Background: an optimization exercise with open tools, aiming at a short achievable clock period and few clock cycles. Do not read the settings as production practice. RTL that was checked went through simulation tests only; none was proved equivalent to the original.

==> inputs of pepper <==
==> flow/design.v <==
`timescale 1ns/10ps
module rv_core (
    input  logic        i_clk,
    input  logic        i_reset,
    input  logic [31:0] i_imem_data,
    output logic [31:0] o_imem_addr,
    output logic        o_retire_valid,
    output logic [31:0] o_retire_pc,
    output logic [4:0]  o_retire_rd,
    output logic        o_retire_wen,
    output logic [31:0] o_retire_data
);
    localparam int BI = 5;                
    localparam int BN = 1 << BI;          
    localparam int TL = BI + 2;           
    localparam int RN = 4;                
    localparam logic [1:0] K_BR  = 2'd0;
    localparam logic [1:0] K_JAL = 2'd1;
    localparam logic [1:0] K_RET = 2'd2;
    localparam logic [1:0] K_IND = 2'd3;
    logic [31:0] f_pc;
    logic        d_valid;
    logic [31:0] d_pc;
    logic [31:0] d_ir;
    logic        d_hit;
    logic [1:0]  d_ctr;
    logic        d_ptaken;
    logic [31:0] d_ptarget;
    logic        d_is_br, d_is_jal, d_is_jalr, d_is_lui, d_is_auipc, d_known;
    logic        d_b_rs2;               
    logic        d_a_rs1;               
    logic        d_wen;
    logic [31:0] d_imm;                 
    logic [31:0] d_timm;                
    logic        d_op_add, d_op_sub, d_op_sll, d_op_srl, d_op_sra, d_op_slt;
    logic        d_op_sltu, d_op_xor, d_op_or, d_op_and, d_op_link;
    logic        e_valid;
    logic        e_known;
    logic [31:0] e_pc;
    logic [31:0] e_a;
    logic [31:0] e_b;
    logic        e_byp_a;
    logic        e_byp_b;
    logic [4:0]  e_rd;
    logic        e_wen;
    logic        e_op_add, e_op_sub, e_op_sll, e_op_srl, e_op_sra, e_op_slt;
    logic        e_op_sltu, e_op_xor, e_op_or, e_op_and, e_op_link;
    logic [31:0] e_pc4;
    logic        e_is_br;
    logic        e_is_jal;
    logic        e_is_jalr;
    logic        e_ret;
    logic [2:0]  e_f3;
    logic        e_ptaken;
    logic [31:0] e_ptarget;
    logic [31:0] e_stgt;
    logic [31:0] e_pmi;
    logic        e_pok;
    logic        e_hit;
    logic [1:0]  e_ctr;
    logic        w_valid;
    logic [31:0] w_pc;
    logic [4:0]  w_rd;
    logic        w_wen;
    logic [31:0] w_res;
    logic          w_bwe;
    logic [BI-1:0] w_bidx;
    logic          w_bv;
    logic [11-TL:0] w_btag;
    logic [9:0]    w_btgt;
    logic [1:0]    w_bk;
    logic [1:0]    w_bc;
    logic [31:0] rf [1:31];
    logic        rf_v [1:31];
    logic           btb_v   [BN];
    logic [11-TL:0] btb_tag [BN];
    logic [9:0]     btb_tgt [BN];
    logic [1:0]     btb_k   [BN];
    logic [1:0]     btb_c   [BN];
    logic [9:0] ras [RN];
    logic [31:0] ea;
    logic [31:0] eb;
    logic [31:0] e_sum;
    logic        e_eq;
    logic        e_lt;
    logic        e_ltu;
    logic        e_taken;
    logic [31:0] e_res;
    logic        e_jalr_ok;
    logic        e_tok;
    logic [31:0] e_jtgt;
    logic        e_mis_jtgt;
    logic        e_mis_stgt;
    logic        e_mis_pc4;
    logic        e_redirect;
    assign ea    = e_byp_a ? w_res : e_a;
    assign eb    = e_byp_b ? w_res : e_b;
    assign e_sum = ea + (e_op_sub ? ~eb : eb) + {31'd0, e_op_sub};
    assign e_eq  = ea == eb;
    assign e_lt  = $signed(ea) < $signed(eb);
    assign e_ltu = ea < eb;
    always_comb begin
        case (e_f3)
            3'b000:  e_taken = e_eq;
            3'b001:  e_taken = !e_eq;
            3'b100:  e_taken = e_lt;
            3'b101:  e_taken = !e_lt;
            3'b110:  e_taken = e_ltu;
            3'b111:  e_taken = !e_ltu;
            default: e_taken = 1'b0;
        endcase
    end
    assign e_res = ({32{e_op_add | e_op_sub}} & e_sum)
                 | ({32{e_op_sll}}  & (ea << eb[4:0]))
                 | ({32{e_op_srl}}  & (ea >> eb[4:0]))
                 | ({32{e_op_sra}}  & 32'($signed(ea) >>> eb[4:0]))
                 | ({32{e_op_slt}}  & {31'd0, e_lt})
                 | ({32{e_op_sltu}} & {31'd0, e_ltu})
                 | ({32{e_op_xor}}  & (ea ^ eb))
                 | ({32{e_op_or}}   & (ea | eb))
                 | ({32{e_op_and}}  & (ea & eb))
                 | ({32{e_op_link}} & e_pc4);
    assign e_jtgt     = {e_sum[31:1], 1'b0};
    assign e_jalr_ok  = e_pok && ea[31:1] == e_pmi[31:1];
    assign e_tok      = e_ptarget == e_stgt;
    assign e_mis_jtgt = e_valid && e_is_jalr && !e_jalr_ok;
    assign e_mis_stgt = e_valid && (e_is_jal || (e_is_br && e_taken)) && !(e_ptaken && e_tok);
    assign e_mis_pc4  = e_valid && e_ptaken && !e_is_jal && !e_is_jalr && !(e_is_br && e_taken);
    assign e_redirect = e_mis_jtgt || e_mis_stgt || e_mis_pc4;
    logic [BI-1:0] f_idx;
    logic          f_hit;
    logic          f_ptaken;
    logic [31:0]   f_ptarget;
    logic [31:0]   f_pc4;
    assign o_imem_addr = f_pc;
    assign f_idx     = f_pc[BI+1:2];
    assign f_hit     = btb_v[f_idx] && btb_tag[f_idx] == f_pc[11:TL];
    assign f_ptaken  = f_hit && (btb_k[f_idx] != K_BR || btb_c[f_idx][1]);
    assign f_ptarget = {f_pc[31:12], (btb_k[f_idx] == K_RET) ? ras[0] : btb_tgt[f_idx], 2'b00};
    assign f_pc4     = f_pc + 32'd4;
    logic [31:0] fi;
    logic [6:0]  f_op;
    logic [2:0]  f_f3;
    logic        f_alt;
    logic        f_is_op, f_is_opi, f_is_lui, f_is_auipc, f_is_jal, f_is_jalr, f_is_br, f_arith;
    assign fi    = i_imem_data;
    assign f_op  = fi[6:0];
    assign f_f3  = fi[14:12];
    assign f_alt = fi[30];
    assign f_is_op    = f_op == 7'b0110011;
    assign f_is_opi   = f_op == 7'b0010011;
    assign f_is_lui   = f_op == 7'b0110111;
    assign f_is_auipc = f_op == 7'b0010111;
    assign f_is_jal   = f_op == 7'b1101111;
    assign f_is_jalr  = f_op == 7'b1100111;
    assign f_is_br    = f_op == 7'b1100011;
    assign f_arith    = f_is_op || f_is_opi;
    logic [4:0]  d_rd;
    logic [4:0]  d_rs1;
    logic [4:0]  d_rs2;
    logic [31:0] d_rs1v, d_rs2v;
    logic [31:0] d_pc4;
    logic [31:0] d_tgt;
    logic        d_link_rd;
    logic        d_link_rs1;
    logic        d_call;
    logic        d_ret;
    logic        d_spred;
    logic [31:0] d_starget;
    logic        d_redirect;
    logic        d_pt;
    logic [31:0] d_ptg;
    logic [31:0] d_rastgt;
    assign d_rd   = d_ir[11:7];
    assign d_rs1  = d_ir[19:15];
    assign d_rs2  = d_ir[24:20];
    assign d_rs1v = (d_rs1 == 5'd0) ? 32'd0 :
                    (w_wen && w_rd == d_rs1) ? w_res :
                    rf_v[d_rs1] ? rf[d_rs1] : 32'd0;
    assign d_rs2v = (d_rs2 == 5'd0) ? 32'd0 :
                    (w_wen && w_rd == d_rs2) ? w_res :
                    rf_v[d_rs2] ? rf[d_rs2] : 32'd0;
    assign d_pc4    = d_pc + 32'd4;
    assign d_tgt    = d_pc + d_timm;
    assign d_rastgt = {d_pc[31:12], ras[0], 2'b00};
    assign d_link_rd  = d_rd == 5'd1 || d_rd == 5'd5;
    assign d_link_rs1 = d_rs1 == 5'd1 || d_rs1 == 5'd5;
    assign d_call     = (d_is_jal || d_is_jalr) && d_link_rd;
    assign d_ret      = d_is_jalr && d_link_rs1 && !(d_link_rd && d_rd == d_rs1);
    assign d_spred    = d_is_jal || (d_is_br && d_ir[31]) || d_ret;
    assign d_starget  = d_ret ? d_rastgt : d_tgt;
    assign d_redirect = d_valid && !d_hit && d_spred;
    assign d_pt       = d_hit ? d_ptaken : d_spred;
    assign d_ptg      = d_hit ? d_ptarget : d_starget;
    always_ff @(posedge i_clk, posedge i_reset) begin
        if (i_reset) begin
            f_pc    <= 32'd0;
            d_valid <= 1'b0;
        end else begin
            if (e_mis_jtgt)      f_pc <= e_jtgt;
            else if (e_mis_stgt) f_pc <= e_stgt;
            else if (e_mis_pc4)  f_pc <= e_pc4;
            else if (d_redirect) f_pc <= d_starget;
            else if (f_ptaken)   f_pc <= f_ptarget;
            else                 f_pc <= f_pc4;
            d_valid <= !(e_redirect || d_redirect);
        end
    end
    always_ff @(posedge i_clk) begin
        d_pc      <= f_pc;
        d_ir      <= fi;
        d_hit     <= f_hit;
        d_ctr     <= btb_c[f_idx];
        d_ptaken  <= f_ptaken;
        d_ptarget <= f_ptarget;
        d_is_br    <= f_is_br;
        d_is_jal   <= f_is_jal;
        d_is_jalr  <= f_is_jalr;
        d_is_lui   <= f_is_lui;
        d_is_auipc <= f_is_auipc;
        d_known    <= f_arith || f_is_lui || f_is_auipc || f_is_jal || f_is_jalr || f_is_br;
        d_b_rs2    <= f_is_op || f_is_br;
        d_a_rs1    <= !(f_is_lui || f_is_auipc);
        d_wen      <= !f_is_br && fi[11:7] != 5'd0;
        d_imm      <= (f_is_lui || f_is_auipc) ? {fi[31:12], 12'b0} : {{20{fi[31]}}, fi[31:20]};
        d_timm     <= f_is_jal ? {{11{fi[31]}}, fi[31], fi[19:12], fi[20], fi[30:21], 1'b0}
                               : {{19{fi[31]}}, fi[31], fi[7], fi[30:25], fi[11:8], 1'b0};
        d_op_add  <= f_is_lui || f_is_auipc || (f_arith && f_f3 == 3'b000 && !(f_is_op && f_alt));
        d_op_sub  <= f_is_op && f_f3 == 3'b000 && f_alt;
        d_op_sll  <= f_arith && f_f3 == 3'b001;
        d_op_slt  <= f_arith && f_f3 == 3'b010;
        d_op_sltu <= f_arith && f_f3 == 3'b011;
        d_op_xor  <= f_arith && f_f3 == 3'b100;
        d_op_srl  <= f_arith && f_f3 == 3'b101 && !f_alt;
        d_op_sra  <= f_arith && f_f3 == 3'b101 && f_alt;
        d_op_or   <= f_arith && f_f3 == 3'b110;
        d_op_and  <= f_arith && f_f3 == 3'b111;
        d_op_link <= f_is_jal || f_is_jalr;
    end
    always_ff @(posedge i_clk, posedge i_reset) begin
        if (i_reset) begin
            for (int i = 0; i < RN; i++) ras[i] <= 10'd0;
        end else if (d_valid) begin
            if (d_call && !d_ret) begin
                ras[0] <= d_pc4[11:2];
                for (int i = 1; i < RN; i++) ras[i] <= ras[i-1];
            end else if (d_call && d_ret) begin
                ras[0] <= d_pc4[11:2];
            end else if (d_ret) begin
                for (int i = 0; i < RN - 1; i++) ras[i] <= ras[i+1];
            end
        end
    end
    always_ff @(posedge i_clk, posedge i_reset) begin
        if (i_reset) begin
            e_valid <= 1'b0;
            e_known <= 1'b0;
            e_wen   <= 1'b0;
        end else begin
            e_valid <= d_valid && !e_redirect;
            e_known <= d_valid && d_known && !e_redirect;
            e_wen   <= d_valid && d_known && !e_redirect && d_wen;
        end
    end
    always_ff @(posedge i_clk) begin
        e_pc      <= d_pc;
        e_pc4     <= d_pc4;
        e_rd      <= d_rd;
        e_f3      <= d_ir[14:12];
        e_is_br   <= d_is_br;
        e_is_jal  <= d_is_jal;
        e_is_jalr <= d_is_jalr;
        e_ret     <= d_ret;
        e_ptaken  <= d_pt;
        e_ptarget <= d_ptg;
        e_stgt    <= d_tgt;
        e_pmi     <= (d_hit ? d_ptarget : d_rastgt) - d_imm;
        e_pok     <= d_pt && !d_imm[0];
        e_hit     <= d_hit;
        e_ctr     <= d_ctr;
        e_a <= d_is_auipc ? d_pc : d_is_lui ? 32'd0 : d_rs1v;
        e_b <= d_b_rs2 ? d_rs2v : d_imm;
        e_byp_a <= e_wen && e_rd == d_rs1 && d_a_rs1;
        e_byp_b <= e_wen && e_rd == d_rs2 && d_b_rs2;
        e_op_add  <= d_op_add;
        e_op_sub  <= d_op_sub;
        e_op_sll  <= d_op_sll;
        e_op_slt  <= d_op_slt;
        e_op_sltu <= d_op_sltu;
        e_op_xor  <= d_op_xor;
        e_op_srl  <= d_op_srl;
        e_op_sra  <= d_op_sra;
        e_op_or   <= d_op_or;
        e_op_and  <= d_op_and;
        e_op_link <= d_op_link;
    end
    logic       e_ctl;
    logic [1:0] e_newc;
    assign e_ctl  = e_is_br || e_is_jal || e_is_jalr;
    always_comb begin
        if (!e_hit)                    e_newc = 2'b11;
        else if (e_taken)              e_newc = (e_ctr == 2'b11) ? 2'b11 : e_ctr + 2'd1;
        else                           e_newc = (e_ctr == 2'b00) ? 2'b00 : e_ctr - 2'd1;
    end
    always_ff @(posedge i_clk, posedge i_reset) begin
        if (i_reset) begin
            w_valid <= 1'b0;
            w_wen   <= 1'b0;
            w_bwe   <= 1'b0;
        end else begin
            w_valid <= e_known;
            w_wen   <= e_wen;
            w_bwe   <= e_valid && (e_ctl ? (!e_is_br || e_taken || e_hit) : e_hit);
        end
    end
    always_ff @(posedge i_clk) begin
        w_pc   <= e_pc;
        w_rd   <= e_rd;
        w_res  <= e_res;
        w_bidx <= e_pc[BI+1:2];
        w_bv   <= e_ctl;
        w_btag <= e_pc[11:TL];
        w_btgt <= e_is_jalr ? e_jtgt[11:2] : e_stgt[11:2];
        w_bk   <= e_is_br ? K_BR : e_is_jal ? K_JAL : e_ret ? K_RET : K_IND;
        w_bc   <= e_is_br ? e_newc : 2'b11;
    end
    always_ff @(posedge i_clk, posedge i_reset) begin
        if (i_reset) begin
            for (int i = 1; i < 32; i++) rf_v[i] <= 1'b0;
        end else if (w_wen) begin
            rf_v[w_rd] <= 1'b1;
        end
    end
    always_ff @(posedge i_clk) begin
        if (w_wen) begin
            rf[w_rd] <= w_res;
        end
    end
    always_ff @(posedge i_clk, posedge i_reset) begin
        if (i_reset) begin
            for (int i = 0; i < BN; i++) btb_v[i] <= 1'b0;
        end else if (w_bwe) begin
            btb_v[w_bidx] <= w_bv;
        end
    end
    always_ff @(posedge i_clk) begin
        if (w_bwe) begin
            btb_tag[w_bidx] <= w_btag;
            btb_tgt[w_bidx] <= w_btgt;
            btb_k[w_bidx]   <= w_bk;
            btb_c[w_bidx]   <= w_bc;
        end
    end
    always_ff @(posedge i_clk, posedge i_reset) begin
        if (i_reset) begin
            o_retire_valid <= 1'b0;
        end else begin
            o_retire_valid <= w_valid;
        end
    end
    always_ff @(posedge i_clk) begin
        o_retire_pc   <= w_pc;
        o_retire_rd   <= w_rd;
        o_retire_wen  <= w_wen;
        o_retire_data <= w_wen ? w_res : 32'd0;
    end
endmodule
==> flow/run.sh <==
#!/bin/bash
# synth_recipe.tcl (not shown) runs the flow's synth.tcl, then flattens the netlist and writes it again
# the make line also repeats each setting of config.mk as NAME=value (left out here)
make -C /OpenROAD-flow-scripts/flow DESIGN_CONFIG=/design/flow/config.mk WORK_HOME=/design/flow/orfs CLKGATE_MAP_FILE= SYNTH_SCRIPT=/design/flow/synth_recipe.tcl finish
==> flow/config.mk <==
export PLATFORM = sky130hd
export DESIGN_NAME = rv_core
export DESIGN_NICKNAME = rv_core
export VERILOG_FILES = /design/flow/design.v
export SDC_FILE = /design/flow/constraint.sdc
export NUM_CORES = 4
export LEC_CHECK = 0
export ABC_CLOCK_PERIOD_IN_PS = 2500
export CAP_MARGIN = 20
export CORE_MARGIN = 2
export CORE_UTILIZATION = 40
export PLACE_DENSITY = 0.6
export SETUP_SLACK_MARGIN = 5
export SLEW_MARGIN = 20
==> flow/constraint.sdc <==
create_clock -name core_clock -period 8.5 [get_ports {i_clk}]
set_input_delay 1.7000 -clock core_clock [delete_from_list [all_inputs] [get_ports {i_clk}]]
set_output_delay 1.7000 -clock core_clock [all_outputs]
set_load 0.01 [all_outputs]
==> fjord (differences from pepper) <==
--- a/flow/design.v
+++ b/flow/design.v
@@ -1,2 +1,58 @@
 `timescale 1ns/10ps
+module rv_add32 (
+    input  logic [31:0] i_a,
+    input  logic [31:0] i_b,
+    input  logic        i_cin,
+    output logic [31:0] o_sum,
+    output logic        o_cout
+);
+    logic [31:0] p;
+    logic [31:0] g [6];
+    logic [31:0] t [6];
+    assign p = i_a ^ i_b;
+    always_comb begin
+        g[0] = i_a & i_b;
+        t[0] = p;
+        g[0][0] = (i_a[0] & i_b[0]) | (p[0] & i_cin);
+        for (int l = 0; l < 5; l++) begin
+            for (int i = 0; i < 32; i++) begin
+                if (i >= (1 << l)) begin
+                    g[l+1][i] = g[l][i] | (t[l][i] & g[l][i - (1 << l)]);
+                    t[l+1][i] = t[l][i] & t[l][i - (1 << l)];
+                end else begin
+                    g[l+1][i] = g[l][i];
+                    t[l+1][i] = t[l][i];
+                end
+            end
+        end
+    end
+    assign o_sum  = p ^ {g[5][30:0], i_cin};
+    assign o_cout = g[5][31];
+endmodule
+module rv_cmp32 (
+    input  logic [31:0] i_a,
+    input  logic [31:0] i_b,
+    output logic        o_eq,
+    output logic        o_lt,
+    output logic        o_ltu
+);
+    logic [31:0] l [6];
+    logic [31:0] e [6];
+    always_comb begin
+        l[0] = ~i_a & i_b;
+        e[0] = ~(i_a ^ i_b);
+        for (int k = 1; k < 6; k++) begin
+            l[k] = '0;
+            e[k] = '0;
+            for (int j = 0; j < (32 >> k); j++) begin
+                l[k][j] = l[k-1][2*j+1] | (e[k-1][2*j+1] & l[k-1][2*j]);
+                e[k][j] = e[k-1][2*j+1] & e[k-1][2*j];
+            end
+        end
+    end
+    assign o_eq  = e[5][0];
+    assign o_ltu = l[5][0];
+    assign o_lt  = (i_a[31] != i_b[31]) ? i_a[31] : l[5][0];
+endmodule
+`timescale 1ns/10ps
 module rv_core (
@@ -36,2 +92,3 @@
     logic        d_op_sltu, d_op_xor, d_op_or, d_op_and, d_op_link;
+    logic        d_sub;
     logic        e_valid;
@@ -47,2 +104,4 @@
     logic        e_op_sltu, e_op_xor, e_op_or, e_op_and, e_op_link;
+    logic        e_sub;
+    logic [31:0] e_bx;
     logic [31:0] e_pc4;
@@ -83,3 +142,2 @@
     logic [31:0] e_sum;
-    logic        e_eq;
     logic        e_lt;
@@ -91,21 +149,37 @@
     logic [31:0] e_jtgt;
-    logic        e_mis_jtgt;
-    logic        e_mis_stgt;
-    logic        e_mis_pc4;
     logic        e_redirect;
-    assign ea    = e_byp_a ? w_res : e_a;
-    assign eb    = e_byp_b ? w_res : e_b;
-    assign e_sum = ea + (e_op_sub ? ~eb : eb) + {31'd0, e_op_sub};
-    assign e_eq  = ea == eb;
-    assign e_lt  = $signed(ea) < $signed(eb);
-    assign e_ltu = ea < eb;
+    assign ea = e_byp_a ? w_res : e_a;
+    assign eb = e_byp_b ? w_res : e_b;
+    logic [31:0] s00, s10, s01, s11;
+    logic        eq00, lt00, ltu00, eq10, lt10, ltu10, eq01, lt01, ltu01;
+    logic        t00, t10, t01, t11;
+    rv_add32 u_a00 (.i_a(e_a),   .i_b(e_bx), .i_cin(e_sub), .o_sum(s00), .o_cout());
+    rv_add32 u_a10 (.i_a(w_res), .i_b(e_bx), .i_cin(e_sub), .o_sum(s10), .o_cout());
+    rv_add32 u_a01 (.i_a(e_a),   .i_b(e_sub ? ~w_res : w_res), .i_cin(e_sub), .o_sum(s01), .o_cout());
+    assign s11 = e_sub ? 32'd0 : {w_res[30:0], 1'b0};
+    rv_cmp32 u_c00 (.i_a(e_a),   .i_b(e_b),   .o_eq(eq00), .o_lt(lt00), .o_ltu(ltu00));
+    rv_cmp32 u_c10 (.i_a(w_res), .i_b(e_b),   .o_eq(eq10), .o_lt(lt10), .o_ltu(ltu10));
+    rv_cmp32 u_c01 (.i_a(e_a),   .i_b(w_res), .o_eq(eq01), .o_lt(lt01), .o_ltu(ltu01));
+    function automatic logic br_taken(input logic [2:0] f3, input logic eq, input logic lt,
+                                      input logic ltu);
+        case (f3)
+            3'b000:  br_taken = eq;
+            3'b001:  br_taken = !eq;
+            3'b100:  br_taken = lt;
+            3'b101:  br_taken = !lt;
+            3'b110:  br_taken = ltu;
+            3'b111:  br_taken = !ltu;
+            default: br_taken = 1'b0;
+        endcase
+    endfunction
+    assign t00 = br_taken(e_f3, eq00, lt00, ltu00);
+    assign t10 = br_taken(e_f3, eq10, lt10, ltu10);
+    assign t01 = br_taken(e_f3, eq01, lt01, ltu01);
+    assign t11 = br_taken(e_f3, 1'b1, 1'b0, 1'b0);
     always_comb begin
-        case (e_f3)
-            3'b000:  e_taken = e_eq;
-            3'b001:  e_taken = !e_eq;
-            3'b100:  e_taken = e_lt;
-            3'b101:  e_taken = !e_lt;
-            3'b110:  e_taken = e_ltu;
-            3'b111:  e_taken = !e_ltu;
-            default: e_taken = 1'b0;
+        case ({e_byp_a, e_byp_b})
+            2'b00:   begin e_sum = s00; e_taken = t00; e_lt = lt00;  e_ltu = ltu00; end
+            2'b10:   begin e_sum = s10; e_taken = t10; e_lt = lt10;  e_ltu = ltu10; end
+            2'b01:   begin e_sum = s01; e_taken = t01; e_lt = lt01;  e_ltu = ltu01; end
+            default: begin e_sum = s11; e_taken = t11; e_lt = 1'b0;  e_ltu = 1'b0;  end
         endcase
@@ -122,2 +196,3 @@
                  | ({32{e_op_link}} & e_pc4);
+    logic        e_ptok;
     assign e_jtgt     = {e_sum[31:1], 1'b0};
@@ -125,6 +200,10 @@
     assign e_tok      = e_ptarget == e_stgt;
-    assign e_mis_jtgt = e_valid && e_is_jalr && !e_jalr_ok;
-    assign e_mis_stgt = e_valid && (e_is_jal || (e_is_br && e_taken)) && !(e_ptaken && e_tok);
-    assign e_mis_pc4  = e_valid && e_ptaken && !e_is_jal && !e_is_jalr && !(e_is_br && e_taken);
-    assign e_redirect = e_mis_jtgt || e_mis_stgt || e_mis_pc4;
+    assign e_ptok     = e_ptaken && e_tok;
+    always_comb begin
+        if (!e_valid)       e_redirect = 1'b0;
+        else if (e_is_br)   e_redirect = e_taken ? !e_ptok : e_ptaken;
+        else if (e_is_jalr) e_redirect = !e_jalr_ok;
+        else if (e_is_jal)  e_redirect = !e_ptok;
+        else                e_redirect = e_ptaken;
+    end
     logic [BI-1:0] f_idx;
@@ -194,2 +273,16 @@
     assign d_ptg      = d_hit ? d_ptarget : d_starget;
+    logic [31:0] f_nxt;      
+    logic [31:0] f_brt;      
+    logic [31:0] f_brn;      
+    logic [31:0] f_next;
+    assign f_nxt = d_redirect ? d_starget : f_ptaken ? f_ptarget : f_pc4;
+    assign f_brt = e_ptok ? f_nxt : e_stgt;
+    assign f_brn = e_ptaken ? e_pc4 : f_nxt;
+    always_comb begin
+        if (e_valid && e_is_br)        f_next = e_taken ? f_brt : f_brn;
+        else if (e_valid && e_is_jalr) f_next = e_jalr_ok ? f_nxt : e_jtgt;
+        else if (e_valid && e_is_jal)  f_next = f_brt;
+        else if (e_valid && e_ptaken)  f_next = e_pc4;
+        else                           f_next = f_nxt;
+    end
     always_ff @(posedge i_clk, posedge i_reset) begin
@@ -199,8 +292,3 @@
         end else begin
-            if (e_mis_jtgt)      f_pc <= e_jtgt;
-            else if (e_mis_stgt) f_pc <= e_stgt;
-            else if (e_mis_pc4)  f_pc <= e_pc4;
-            else if (d_redirect) f_pc <= d_starget;
-            else if (f_ptaken)   f_pc <= f_ptarget;
-            else                 f_pc <= f_pc4;
+            f_pc <= f_next;
             d_valid <= !(e_redirect || d_redirect);
@@ -238,2 +326,3 @@
         d_op_link <= f_is_jal || f_is_jalr;
+        d_sub     <= f_is_op && f_f3 == 3'b000 && f_alt;
     end
@@ -282,2 +371,3 @@
         e_b <= d_b_rs2 ? d_rs2v : d_imm;
+        e_bx <= d_sub ? ~(d_b_rs2 ? d_rs2v : d_imm) : (d_b_rs2 ? d_rs2v : d_imm);
         e_byp_a <= e_wen && e_rd == d_rs1 && d_a_rs1;
@@ -295,2 +385,3 @@
         e_op_link <= d_op_link;
+        e_sub     <= d_sub;
     end
==> notes <==
In fjord the via count is larger than in pepper, by 17%. Between fjord and pepper, the lower worst setup slack is in pepper (gap 0.15 ns). In pepper the count of clock-buffer cells in the layout is lower than in fjord, by 35. Between fjord and pepper, the lower die area is in pepper (gap about 8%, measured against pepper).
Testbench counts of fjord, summed over its fixed seeds: cycles 20,002.
Function not checked in pepper: the RTL went through the layout flow alone.

re-timing with driven ports:
How much do the figures lean on ideal ports? The routed layouts below were timed once more, with nothing changed but the port constraints. Step 1: set_driving_cell puts a clkbuf_16 on i_clk and a buf_2 on each other input, an assumption about the parent block. Step 2 adds t to the input delays and takes it off the output delays; t is the mean of the earliest and latest rising clock arrival at the registers after step 1. Input paths then give back, and output paths get back, about the clock's delay inside the block. Three values: ideal, step 1, step 2; two values: the first two.
run | shift t [ns] | setup WS [ns] | worst hold slack (ns) | latest minus earliest clock arrival (ns) | worst register clock-pin slew, ns
pepper | 0.960 | 4.153 / 4.153 / 4.153 | 0.262 / 0.262 / 0.262 | 0.109 / 0.109 | 0.08 / 0.08
fjord | 0.994 | 4.306 / 4.306 / 4.306 | 0.324 / 0.324 / 0.324 | 0.129 / 0.128 | 0.07 / 0.07
After both steps setup and hold are still met in every run listed.
